Background: an optimization exercise with open tools, aiming at a short achievable clock period and few clock cycles per item. Do not read the settings as production practice.
Only simulation tests tie the RTL to the original design; equivalence was not proved.
Power is estimated from default activity; no workload was simulated.

==> design.v <==
package gbn_pkg;
	localparam int WINDOW_DEPTH_DEF  = 4;
	localparam int PENDING_DEPTH_DEF = 16;
	localparam int SEQ_W   = 32;
	localparam int TAG_W   = 6;
	localparam int LEN_W   = 7;
	localparam int LIMIT_W = 3;
	localparam logic [LIMIT_W-1:0] LIMIT_RESET = LIMIT_W'(4);
	localparam logic [1:0] ACT_SEND    = 2'd0;
	localparam logic [1:0] ACT_TIMEOUT = 2'd1;
	localparam logic [1:0] ACT_ACK     = 2'd2;
	typedef struct packed {
		logic [SEQ_W-1:0] seq;
		logic [TAG_W-1:0] tag;
		logic [LEN_W-1:0] len;
	} frame_t;
	typedef struct packed {
		logic shift;
		logic recirc;
		logic append;
	} win_ctrl_t;
endpackage
module go_back_n_sender_core #(
	parameter int WINDOW_DEPTH  = gbn_pkg::WINDOW_DEPTH_DEF,
	parameter int PENDING_DEPTH = gbn_pkg::PENDING_DEPTH_DEF
) (
	input  logic                         clk,
	input  logic                         arst_n,
	input  logic                         cfg_wr_en,
	input  logic [gbn_pkg::LIMIT_W-1:0]  cfg_wr_data,
	input  logic                         in_valid,
	output logic                         in_stall,
	input  logic [1:0]                   action,
	input  logic [gbn_pkg::SEQ_W-1:0]    frame_seq,
	input  logic [gbn_pkg::TAG_W-1:0]    frame_tag,
	input  logic [gbn_pkg::LEN_W-1:0]    frame_length,
	input  logic [gbn_pkg::SEQ_W-1:0]    ack_number,
	output logic                         out_valid,
	input  logic                         out_stall,
	output logic [gbn_pkg::SEQ_W-1:0]    out_seq,
	output logic [gbn_pkg::TAG_W-1:0]    out_tag,
	output logic [gbn_pkg::LEN_W-1:0]    out_length,
	output logic                         dropped,
	output logic                         last
);
	localparam int SEQ_W = gbn_pkg::SEQ_W;
	localparam int FW    = gbn_pkg::SEQ_W + gbn_pkg::TAG_W + gbn_pkg::LEN_W;
	localparam int RW    = 5;               
	localparam int RING  = 1 << RW;         
	localparam int NC    = 2 * WINDOW_DEPTH;  
	localparam int DQW   = 4;               
	localparam int DQD   = 1 << DQW;
	localparam int CQW   = 2;               
	localparam int CQD   = 1 << CQW;
	logic [gbn_pkg::LIMIT_W-1:0] limit_q;
	logic [2:0]                  lim_c;
	always_ff @(posedge clk or negedge arst_n) begin
		if (!arst_n) begin
			limit_q <= gbn_pkg::LIMIT_RESET;
		end else if (cfg_wr_en) begin
			limit_q <= cfg_wr_data;
		end
	end
	always_comb begin
		if (limit_q == '0) begin
			lim_c = 3'd1;
		end else if (limit_q > 3'(WINDOW_DEPTH)) begin
			lim_c = 3'(WINDOW_DEPTH);
		end else begin
			lim_c = limit_q;
		end
	end
	logic [FW-1:0]     ring [RING];
	logic [RW-1:0]     head_q;      
	logic [RW-1:0]     tail_q;      
	logic [2:0]        win_q;       
	logic [4:0]        bl_q;        
	logic              i_v;
	logic [1:0]        i_act;
	logic [FW-1:0]     i_fr;
	logic [SEQ_W-1:0]  i_ack;
	logic [2:0]        i_lim;
	logic              p_v;
	logic [1:0]        p_act;
	logic [FW-1:0]     p_fr;
	logic [2:0]        p_lim;
	logic [NC-1:0]     p_le;        
	logic [2:0]        p_kprev;     
	logic              accept;
	logic              stall_q;
	assign accept   = in_valid && !stall_q;
	assign in_stall = stall_q;
	always_ff @(posedge clk or negedge arst_n) begin
		if (!arst_n) begin
			i_v <= 1'b0;
			p_v <= 1'b0;
		end else begin
			i_v <= accept;
			p_v <= i_v;
		end
	end
	always_ff @(posedge clk) begin
		if (accept) begin
			i_act <= action;
			i_fr  <= {frame_seq, frame_tag, frame_length};
			i_ack <= ack_number;
			i_lim <= lim_c;
		end
	end
	logic              p_wr;        
	logic [RING-1:0]   le_all;
	logic [2*RING-1:0] le_dbl;
	logic [RING-1:0]   le_rot;
	logic              le_byp;
	logic [RW-1:0]     byp_j;
	logic [NC-1:0]     le_i;
	assign p_wr = p_v && (p_act == gbn_pkg::ACT_SEND) && (bl_q != 5'(PENDING_DEPTH));
	for (genvar s = 0; s < RING; s++) begin : g_cmp
		assign le_all[s] = ring[s][FW-1 -: SEQ_W] <= i_ack;
	end
	assign le_dbl = {le_all, le_all};
	assign le_rot = le_dbl[head_q +: RING];
	assign le_byp = p_fr[FW-1 -: SEQ_W] <= i_ack;
	assign byp_j  = tail_q - head_q;
	always_comb begin
		for (int j = 0; j < NC; j++) begin
			le_i[j] = (p_wr && byp_j == RW'(j)) ? le_byp : le_rot[j];
		end
	end
	always_ff @(posedge clk) begin
		if (i_v) begin
			p_act <= i_act;
			p_fr  <= i_fr;
			p_lim <= i_lim;
			p_le  <= le_i;
		end
	end
	logic [WINDOW_DEPTH-1:0] hit;
	logic [2:0]        k;           
	logic [2:0]        win_mid;     
	logic [4:0]        bl_mid;      
	logic [2:0]        room;
	logic [2:0]        m;           
	logic              full;
	logic              d_push;
	logic [RW-1:0]     d_start;
	logic [2:0]        d_cnt;
	logic              d_drop;
	logic              d_zero;
	assign full = (bl_q == 5'(PENDING_DEPTH));
	always_comb begin
		for (int i = 0; i < WINDOW_DEPTH; i++) begin
			hit[i] = p_le[i + 32'(p_kprev)] && (3'(i) < win_q);
		end
		k = '0;
		if (p_act == gbn_pkg::ACT_ACK) begin
			if (hit[0]) k = 3'd1;
			if (hit[0] && hit[1]) k = 3'd2;
			if (hit[0] && hit[1] && hit[2]) k = 3'd3;
			if (hit[0] && hit[1] && hit[2] && hit[3]) k = 3'd4;
		end
		win_mid = win_q - k;
		bl_mid  = bl_q + 5'(p_wr);
		room    = (p_lim > win_mid) ? (p_lim - win_mid) : 3'd0;
		m       = (5'(room) > bl_mid) ? bl_mid[2:0] : room;
		if (p_act == gbn_pkg::ACT_TIMEOUT || p_act == 2'd3) begin
			m = '0;
		end
		d_start = head_q + RW'(win_q);
		d_cnt   = m;
		d_drop  = 1'b0;
		d_zero  = 1'b0;
		d_push  = 1'b0;
		unique case (p_act)
			gbn_pkg::ACT_SEND: begin
				d_drop = full;
				d_zero = full && (m == '0);
				d_cnt  = (m == '0) ? 3'd1 : m;
				d_push = full || (m != '0);
			end
			gbn_pkg::ACT_TIMEOUT: begin
				d_start = head_q;
				d_cnt   = win_q;
				d_push  = (win_q != '0);
			end
			gbn_pkg::ACT_ACK: begin
				d_push = (m != '0);
			end
			default: begin
			end
		endcase
		if (!p_v) begin
			d_push = 1'b0;
		end
	end
	always_ff @(posedge clk or negedge arst_n) begin
		if (!arst_n) begin
			head_q  <= '0;
			tail_q  <= '0;
			win_q   <= '0;
			bl_q    <= '0;
			p_kprev <= '0;
		end else begin
			p_kprev <= '0;
			if (p_v) begin
				head_q  <= head_q + RW'(k);
				tail_q  <= tail_q + RW'(p_wr);
				win_q   <= win_mid + m;
				bl_q    <= bl_mid - 5'(m);
				p_kprev <= k;
			end
		end
	end
	always_ff @(posedge clk) begin
		if (p_wr) begin
			ring[tail_q] <= p_fr;
		end
	end
	logic [RW-1:0]     dq_start [DQD];
	logic [2:0]        dq_cnt   [DQD];
	logic              dq_drop  [DQD];
	logic              dq_zero  [DQD];
	logic [RW-1:0]     dq_hd    [DQD];    
	logic [DQW-1:0]    dq_wp;
	logic [DQW-1:0]    dq_rp;
	logic [DQW:0]      dq_n;
	logic              dq_pop;
	always_ff @(posedge clk) begin
		if (d_push) begin
			dq_start[dq_wp] <= d_start;
			dq_cnt[dq_wp]   <= d_cnt;
			dq_drop[dq_wp]  <= d_drop;
			dq_zero[dq_wp]  <= d_zero;
			dq_hd[dq_wp]    <= head_q;
		end
	end
	always_ff @(posedge clk or negedge arst_n) begin
		if (!arst_n) begin
			dq_wp <= '0;
			dq_rp <= '0;
			dq_n  <= '0;
		end else begin
			if (d_push) dq_wp <= dq_wp + 1'b1;
			if (dq_pop) dq_rp <= dq_rp + 1'b1;
			dq_n <= dq_n + (DQW+1)'(d_push) - (DQW+1)'(dq_pop);
		end
	end
	logic              g_v;
	logic [RW-1:0]     g_ptr;
	logic [2:0]        g_rem;
	logic              g_drop;
	logic              g_zero;
	logic [RW-1:0]     g_hd;
	logic [FW+1:0]     cq [CQD];           
	logic [CQW-1:0]    cq_wp;
	logic [CQW-1:0]    cq_rp;
	logic [CQW:0]      cq_n;
	logic              cq_push;
	logic              cq_pop;
	logic              g_done;
	logic              out_v_q;
	assign cq_push = g_v && (cq_n != (CQW+1)'(CQD));
	assign g_done  = !g_v || (cq_push && g_rem == 3'd1);
	assign dq_pop  = g_done && (dq_n != '0);
	always_ff @(posedge clk or negedge arst_n) begin
		if (!arst_n) begin
			g_v <= 1'b0;
		end else if (g_done) begin
			g_v <= (dq_n != '0);
		end
	end
	always_ff @(posedge clk) begin
		if (g_done) begin
			g_ptr  <= dq_start[dq_rp];
			g_rem  <= dq_cnt[dq_rp];
			g_drop <= dq_drop[dq_rp];
			g_zero <= dq_zero[dq_rp];
			g_hd   <= dq_hd[dq_rp];
		end else if (cq_push) begin
			g_ptr <= g_ptr + 1'b1;
			g_rem <= g_rem - 1'b1;
		end
	end
	always_ff @(posedge clk) begin
		if (cq_push) begin
			cq[cq_wp] <= {(g_zero ? FW'(0) : ring[g_ptr]), g_drop, g_rem == 3'd1};
		end
	end
	assign cq_pop = out_v_q && !out_stall;
	always_ff @(posedge clk or negedge arst_n) begin
		if (!arst_n) begin
			cq_wp   <= '0;
			cq_rp   <= '0;
			cq_n    <= '0;
			out_v_q <= 1'b0;
		end else begin
			if (cq_push) cq_wp <= cq_wp + 1'b1;
			if (cq_pop)  cq_rp <= cq_rp + 1'b1;
			cq_n    <= cq_n + (CQW+1)'(cq_push) - (CQW+1)'(cq_pop);
			out_v_q <= (cq_n + (CQW+1)'(cq_push) - (CQW+1)'(cq_pop)) != '0;
		end
	end
	assign out_valid = out_v_q;
	assign {out_seq, out_tag, out_length, dropped, last} = cq[cq_rp];
	logic [RW-1:0]     old_hd;
	logic              old_v;
	logic [RW-1:0]     old_dist;
	assign old_v  = g_v || (dq_n != '0);
	assign old_hd = g_v ? g_hd : dq_hd[dq_rp];
	assign old_dist   = tail_q - old_hd;
	always_ff @(posedge clk or negedge arst_n) begin
		if (!arst_n) begin
			stall_q <= 1'b0;
		end else begin
			stall_q <= (dq_n >= (DQW+1)'(DQD - 3)) || (old_v && old_dist >= RW'(RING - 4));
		end
	end
endmodule
==> run.sh <==
#!/bin/bash
# synth_recipe.tcl (not shown) runs the flow's synth.tcl, then flattens the netlist and writes it again
# the make line also repeats each setting of config.mk as NAME=value (left out here)
make -C /OpenROAD-flow-scripts/flow DESIGN_CONFIG=/design/flow/config.mk WORK_HOME=/design/flow/orfs CLKGATE_MAP_FILE= SYNTH_SCRIPT=/design/flow/synth_recipe.tcl finish
==> config.mk <==
export PLATFORM = sky130hd
export DESIGN_NAME = go_back_n_sender_core
export DESIGN_NICKNAME = go_back_n_sender_core
export VERILOG_FILES = /design/flow/design.v
export SDC_FILE = /design/flow/constraint.sdc
export NUM_CORES = 4
export LEC_CHECK = 0
export CAP_MARGIN = 20
export CORE_MARGIN = 2
export CORE_UTILIZATION = 40
export SLEW_MARGIN = 20
==> constraint.sdc <==
create_clock -name core_clock -period 4.5 [get_ports {clk}]
set_input_delay 0.9000 -clock core_clock [delete_from_list [all_inputs] [get_ports {clk}]]
set_output_delay 0.9000 -clock core_clock [all_outputs]
set_load 0.01 [all_outputs]
==> impl_metrics.csv <==
group,metric,value,unit
status,status,"failed layout checks",
status,violations,"setup timing",
placed_design,io_buffers,135,
logic_synthesis,yosysTopAreaCell,"edfxtp_1",
setup_path,path_class,"reg2reg",
setup_path,slowest_delay,0.56,ns
floorplanning,die_h,513,um
setup_path,endpoint_kind,"flip-flop",
logic_synthesis,synthDominantCellAreaShare,0.587,
grt,grt_max_degree,113,
grt,grt_usage,0.245,
sta,setup_ws,-1.41,ns
logic_synthesis,synth_cells,6315,
drt,finalWirelength,324000,um
grt,grt_pass1_vias,64800,
drt,vias,64100,
setup_path,cp_common_cell,"buf_4",
cts,cts_sinks,2077,
drt,drc,0,
power_and_ir_drop,power_density,565,nW/um2
sta,worst_pin_slew,1.11,ns
logic_synthesis,synth_fp_nets,7523,
drt,viasPerCell,6.06,
sta,slew_viol_final,0,
setup_path,cpMaxStageDelayCell,"or4b_4",
placed_design,dp.final_hpwl,226000,um
placed_design,gp_congestion,0.934,
sta,setup_viol_count_final,321,
logic_synthesis,async_flop_share,0.0236,
setup_path,critPathArrivalTime,6.76,ns
sta,fin_skew,0.0404,ns
sta,fmax,169,MHz
floorplanning,die_x,513,um
logic_synthesis,synth_commonest_cells,"edfxtp_1 (2,023), ha_1 (1,111), mux4_2 (585), a21oi_1 (450), nand2_1 (310)",
setup_path,crit_required,5.35,ns
drt,wl_per_cell,30.6,um
drt,drt-initial-drc-count,7219,
cts,cts_root_buffer,"clkbuf_16",
drt,dr.pass1.iters,5,
logic_synthesis,synth-seq-cells,2077,
placed_design,pre_cts_slack,-1.74,ns
logic_synthesis,yosysMostFrequentCell,"edfxtp_1",
hold_path,hp-class,"reg2reg",
sta,min_period_over_period,1.31,
floorplanning,pin_count,136,
setup_path,worstSetupStartpointType,"flip-flop",
finish,nFillCells,21600,
finish,layout-drive-gt1-share,0.222,
cts,cts_buffers,221,
grt,grt_pass1_wl,466000,um
grt,overflow,0,
floorplanning,initial_core_util,0.402,
power_and_ir_drop,cellLeakagePower,43.5,nW
floorplanning,core,257000,um2
logic_synthesis,synth_top_cells_by_area,"edfxtp_1 (59%), ha_1 (13%), mux4_2 (13%), a21oi_1 (2.2%), nand4_1 (1.2%)",
logic_synthesis,avgSynthCellArea,16.4,um2
cts,clock_latency,0.94,ns
drt,ant_nets,0,
logic_synthesis,synth_flop_cell,"edfxtp_1",
finish,finalNetCount,8218,
logic_synthesis,syn_area,103000,um2
cts,cts_tree,"done",
logic_synthesis,synth-edff-count,2023,
finish,syn_to_final_growth,17.3,%
sta,rsz0062_at_grt,"yes",
logic_synthesis,ys_seq_area_frac,0.600,
floorplanning,fp-row-count,186,
power_and_ir_drop,ir_drop,0.000611,V
sta,relSlewSlack,0.263,
setup_path,rr_worst_depth,34,
logic_synthesis,synthDistinctLibCells,85,
logic_synthesis,synth_warnings,1,
grt,antenna_found_initial,10,
cts,htree_levels,4,
floorplanning,die_area,263000,um2
setup_path,crit_fanout,4,
sta,layout_min_cycle_time,5.91,ns
finish,final_util,0.472,
hold_path,hold_depth,0,
sta,final_hold_viol_count,0,
cts,clockBufferDepth,3,
cts,clkTransAtPathRegs,0.06,ns
run,cap_violations,0,
## placed cells by master, fill, tap and decap left out, types with 45 or more instances in the layout
cell type,netlist,final
a21o_1,66,66
nand3_1,91,91
nand2_1,310,307
mux4_2,585,585
clkdlybuf4s50_1,0,134
buf_4,2,401
mux2i_1,98,95
clkbuf_16,0,223
buf_12,0,67
inv_1,136,128
edfxtp_1,2023,2023
clkinv_1,0,45
ha_1,1111,1104
o21ai_0,184,178
nand4_1,205,205
nor2_1,219,180
nor2b_1,54,51
a21oi_1,450,441
## layer usage
metal | GRT usage | share of wire | vias up
met5 | 0 | 0.00025 | -
met4 | 0.0904 | 0.039 | 12
met3 | 0.0437 | 0.079 | 516
met2 | 0.378 | 0.45 | 2776
met1 | 0.345 | 0.43 | 33300
li1 | - | - | 27500
## area by class of cell
type / count / area (um2) / area share
flip-flops and latches: 2077 / 62100 / 0.512
multi-input cells: 3939 / 41100 / 0.338
repair buffers: 633 / 6100 / 0.0502
clock buffers: 262 / 5750 / 0.0474
well taps: 3384 / 4230 / 0.0349
clock inverters: 152 / 1600 / 0.0132
inverters: 138 / 518 / 0.00427
diodes: 5 / 12.5 / 0.000103
## path summary, 6_finish.rpt
check | startpoint | to | slack, ns
setup / recovery | p_kprev[2]$_DFF_PN0_ | dq_n[4]$_DFF_PN0_ | -1.41
hold / removal | i_fr[42]$_DFFE_PP_ | p_fr[42]$_DFFE_PP_ | 0.42
max in group asynchronous | arst_n | i_v$_DFF_PN0_ | 3.01
min in group asynchronous | arst_n | cq_rp[0]$_DFFE_PN0P_ | 0.55
hold reg to reg | i_fr[42]$_DFFE_PP_ | p_fr[42]$_DFFE_PP_ | 0.42
setup reg to reg | p_kprev[2]$_DFF_PN0_ | dq_n[4]$_DFF_PN0_ | -1.41
## cells by family after synthesis
family                   count (synthesis)  share of synthesized area
AND/OR/NAND/NOR                       1086                     0.0526
AO/OA/AOI/OAI                          974                     0.0570
adder cells (fa/ha/maj)               1121                      0.136
multiplexers                           703                      0.139
flip-flops                            2077                      0.600
XOR/XNOR                                45                    0.00381
buffers and inverters                  309                     0.0113
## critical path: cells and delay by family, from the launching register on
kind,cells,cell delay (ns)
fa+ha+maj,5,1.32
mux,4,0.67
buf+inv,13,1.26
simple gates,4,0.79
compound gates,7,1.24
xor+xnor,1,0.13
flops,1,0.44
## power breakdown
part | internal (W) | total, W | switching, W
logic | 0.0110 | 0.0245 | 0.0135
registers | 0.0242 | 0.0256 | 0.00138
clock network | 0.0104 | 0.0185 | 0.00806
## repair_timing
action                     4_1_cts  5_1_grt
pin swaps                       25       10
setup buffers                   23        5
resized for setup               68       35
hold buffers                     1        0
setup endpoints to repair      321      325
hold endpoints to repair         7        0
cloned                          12        3
## state kept, by name, summed over array words and instances (netlist names), 32 cells and up, named ones only
register	cells
dq_cnt	48
ring	1440
cq	188
dq_hd	80
i_fr	45
dq_start	80
i_ack	32
p_fr	45
## stage by stage
step | power (W) | hold slack [ns] | TNS (ns) | std cells | cell area, um2
finish | 0.0685 | 0.417 | -392.32 | 10600 | 121000
global route | 0.0714 | 0.427 | -440.69 | 10600 | 121000
CTS | 0.0685 | 0.420 | -380.74 | 10600 | 121000
detailed placement | 0.0496 | 0.405 | -467.96 | 10100 | 113000
global placement | 0.0491 | 0.401 | -454.97 | 10100 | 113000
floorplan | 0.0393 | 0.400 | -302.19 | 6315 | 104000
Testbench counts, summed over its fixed seeds: cycles 2,520, items 2,400.

static timing again, ports no longer ideal:
How much do the figures lean on ideal ports? The routed layout below was timed once more, with nothing changed but the port constraints.
Step 1: set_driving_cell puts a clkbuf_16 on clk and a buf_2 on each other input, an assumption about the parent block.
Step 2 times the ports against the registers' clock, not the clock port: input delays grow and output delays shrink by t, the midpoint of the rising clock arrivals with the driver on.
a / b / c = no drivers / after step 1 / after step 2; a / b = the first two.
shift t [ns]: 0.998
setup slack, ns: -1.409 / -1.409 / -1.409
latest minus earliest clock arrival (ns): 0.049 / 0.049
worst slew at a driven data input, ns: 0.09
The setup slack of this run moves by 0.000 ns with the drivers and by 0.000 ns with both steps.
